Source: an optimization exercise on an open RTL-to-GDS flow (aim: small area, a short achievable clock period and few clock cycles per item). Production flows keep margins and buffers that such runs may drop. Power is estimated from default activity; no workload was simulated.

Setup of job 102:
==> flow/design.v (excerpt) <==
module stream_reader_top (
    input  logic          clk_i,
    input  logic          rst_ni,
    input  logic          start_i,
    input  logic [255:0]  lane_cfg_i,
    output logic          done_o,
    output logic [31:0]   ar_addr_o,
    output logic          ar_valid_o,
    input  logic          ar_ready_i,
    input  logic [63:0]   r_data_i,
    input  logic          r_valid_i,
    output logic          r_ready_o,
    output logic [127:0]  data_o,
    output logic [3:0]    valid_o,
    input  logic [3:0]    ready_i
);
For scale: roughly 860 cells after synthesis, ~130 flip-flops, ~0.010 mm^2 of cells after synthesis.
Settings: LEC_CHECK=0, CAP_MARGIN=20, CORE_MARGIN=2, CORE_UTILIZATION=40, SLEW_MARGIN=20; clock period 5.5 ns.
standard.sh (not shown) runs the stock make flow with config.mk's settings and CLKGATE_MAP_FILE= SYNTH_SCRIPT=/design/flow/synth_recipe.tcl, a recipe that flattens the netlist after the stock synthesis.
==> flow/flow/run.sh <==
#!/bin/bash
# Standard layout, with the smallest plain buffer on every port
set -o pipefail
export BUFFER_PORTS_ARGS="-buffer_cell sky130_fd_sc_hd__buf_1"
bash standard.sh > standard.log 2>&1
Here is what was changed in the inputs of job 103 compared with job 102.
Settings: SETUP_SLACK_MARGIN newly set to 2.5; ABC_CLOCK_PERIOD_IN_PS newly set to 2800.
Results
Final clock period utilization by the worst path, job 102 and job 103: higher on job 102. Taking job 102 as the reference, in job 103 total half-perimeter wirelength after legalization and detailed placement up 3.3%, number of gates resized after cts up 71, number of nets at the end of the flow up 76, final critical-path required period down 0.74 ns. Delta(first-pass GRT wire length, job 103 - job 102) > 0. Sequential fraction of total cell area (lower): job 103. Looking at total power of the final layout, job 103 sits 1.7 mW above job 102. Overall fraction of global-route tracks in use up 2.1 points in job 103 wrt job 102. Routed length per placed instance: job 103 > job 102.
No run of this note included a check of the RTL's function; only the layout flow was run.

========
== before ==
Another version of the RTL of stream_reader_top (not shown whole).
Size: roughly 150 flip-flops, about 11000 um2 of cells after synthesis.
==> flow/design.v (excerpt) <==
module stream_reader_top (
    input  logic          clk_i,
    input  logic          rst_ni,
    input  logic          start_i,
    input  logic [255:0]  lane_cfg_i,
    output logic          done_o,
    output logic [31:0]   ar_addr_o,
    output logic          ar_valid_o,
    input  logic          ar_ready_i,
    input  logic [63:0]   r_data_i,
    input  logic          r_valid_i,
    output logic          r_ready_o,
    output logic [127:0]  data_o,
    output logic [3:0]    valid_o,
    input  logic [3:0]    ready_i
);
    localparam int unsigned NL    = stream_pkg::NODE_NUM;
    localparam int unsigned TRK_D = stream_pkg::MAX_OUTSTANDING;
    localparam int unsigned PTR_W = $clog2(TRK_D);
    logic        run_q;
    logic        issued_q;    
    logic [1:0]  cur_q;       
    logic [31:2] addr_q;      
    logic [15:0] rem_q;       
    logic [15:2] stride_q;
    logic        trk_full;
    logic        trk_empty;
    logic [1:0]  nxt;
    logic [31:2] nxt_base;
    logic [15:0] nxt_size;
    logic [15:2] nxt_stride;
    logic        reading;
    logic        lane_end;
    logic        lane_load;
    logic        pair;
    logic        two;
    logic [15:0] step;
    logic [16:0] rem_diff;
    logic        ar_take;
    logic        drained;
    assign nxt = cur_q + 1'b1;
    always_comb begin
        nxt_base   = lane_cfg_i[64*nxt+34 +: 30];
        nxt_size   = lane_cfg_i[64*nxt+16 +: 16];
        nxt_stride = lane_cfg_i[64*nxt+2 +: 14];
    end
    assign reading   = run_q && !issued_q;
    assign lane_end  = (rem_q == '0);
  ...
export LEC_CHECK = 0
export CAP_MARGIN = 20
export CORE_MARGIN = 2
export CORE_UTILIZATION = 40
export SETUP_SLACK_MARGIN = 2.5
export SLEW_MARGIN = 20
create_clock -name core_clock -period 5.5 [get_ports {clk_i}]
Scripts as last shown in full above: flow/flow/run.sh
Relative to before, the following input files were edited for after:
Settings: a change of SETUP_SLACK_MARGIN from 2.5 to 1.5.
--- outcome ---
- The final-stage net count of after is lower than that of before.
- Worst hold slack improves in after relative to before.
- From before to after the numbers moved as follows: global-route usage decreased 1.3 points; fraction of met1 tracks used by global routing decreased 1.6 points; fraction of power spent switching nets decreased 0.82 points.
- In after the largest net degree at the start of global routing turned out about 5.4% higher than in before.
- Sort before and after by internal cell power, ascending, and after comes first.
- Fmax (after vs. before) decreases by more than 10%
- Compare before and after | clock skew lower: after
- [compare] base=before new=after: final total power lost about 11%; design area lost about 8%.
No functional check of the RTL was part of any run of this note.

## what the ideal ports hide
No port has a modelled driver above. Below, the same layouts with a new extraction and two added sets of constraints.
Step 1: set_driving_cell puts a clkbuf_16 on clk_i and a buf_2 on each other input, an assumption about the parent block.
Step 2 moves the port delays by t, midway between the first and last clock arrival at a register: inputs arrive t later, outputs are due t later. That takes back most of the time a late clock gives input paths.
a / b / c = ideal / step 1 / step 2; a / b = the first two.
run	shift t [ns]	setup slack, ns	worst register clock-pin slew, ns
job 102	0.468	0.909 / 0.909 / 0.609	0.06 / 0.06
job 103	0.470	1.649 / 1.665 / 1.204	0.06 / 0.06
before	0.468	2.434 / 2.419 / 2.419	0.07 / 0.07
after	0.462	1.869 / 1.869 / 1.869	0.06 / 0.06
After both steps setup and hold are still met in every run listed. The setup slack of job 103, which loses most, moves by +0.016 ns with the drivers and by -0.445 ns with both steps.
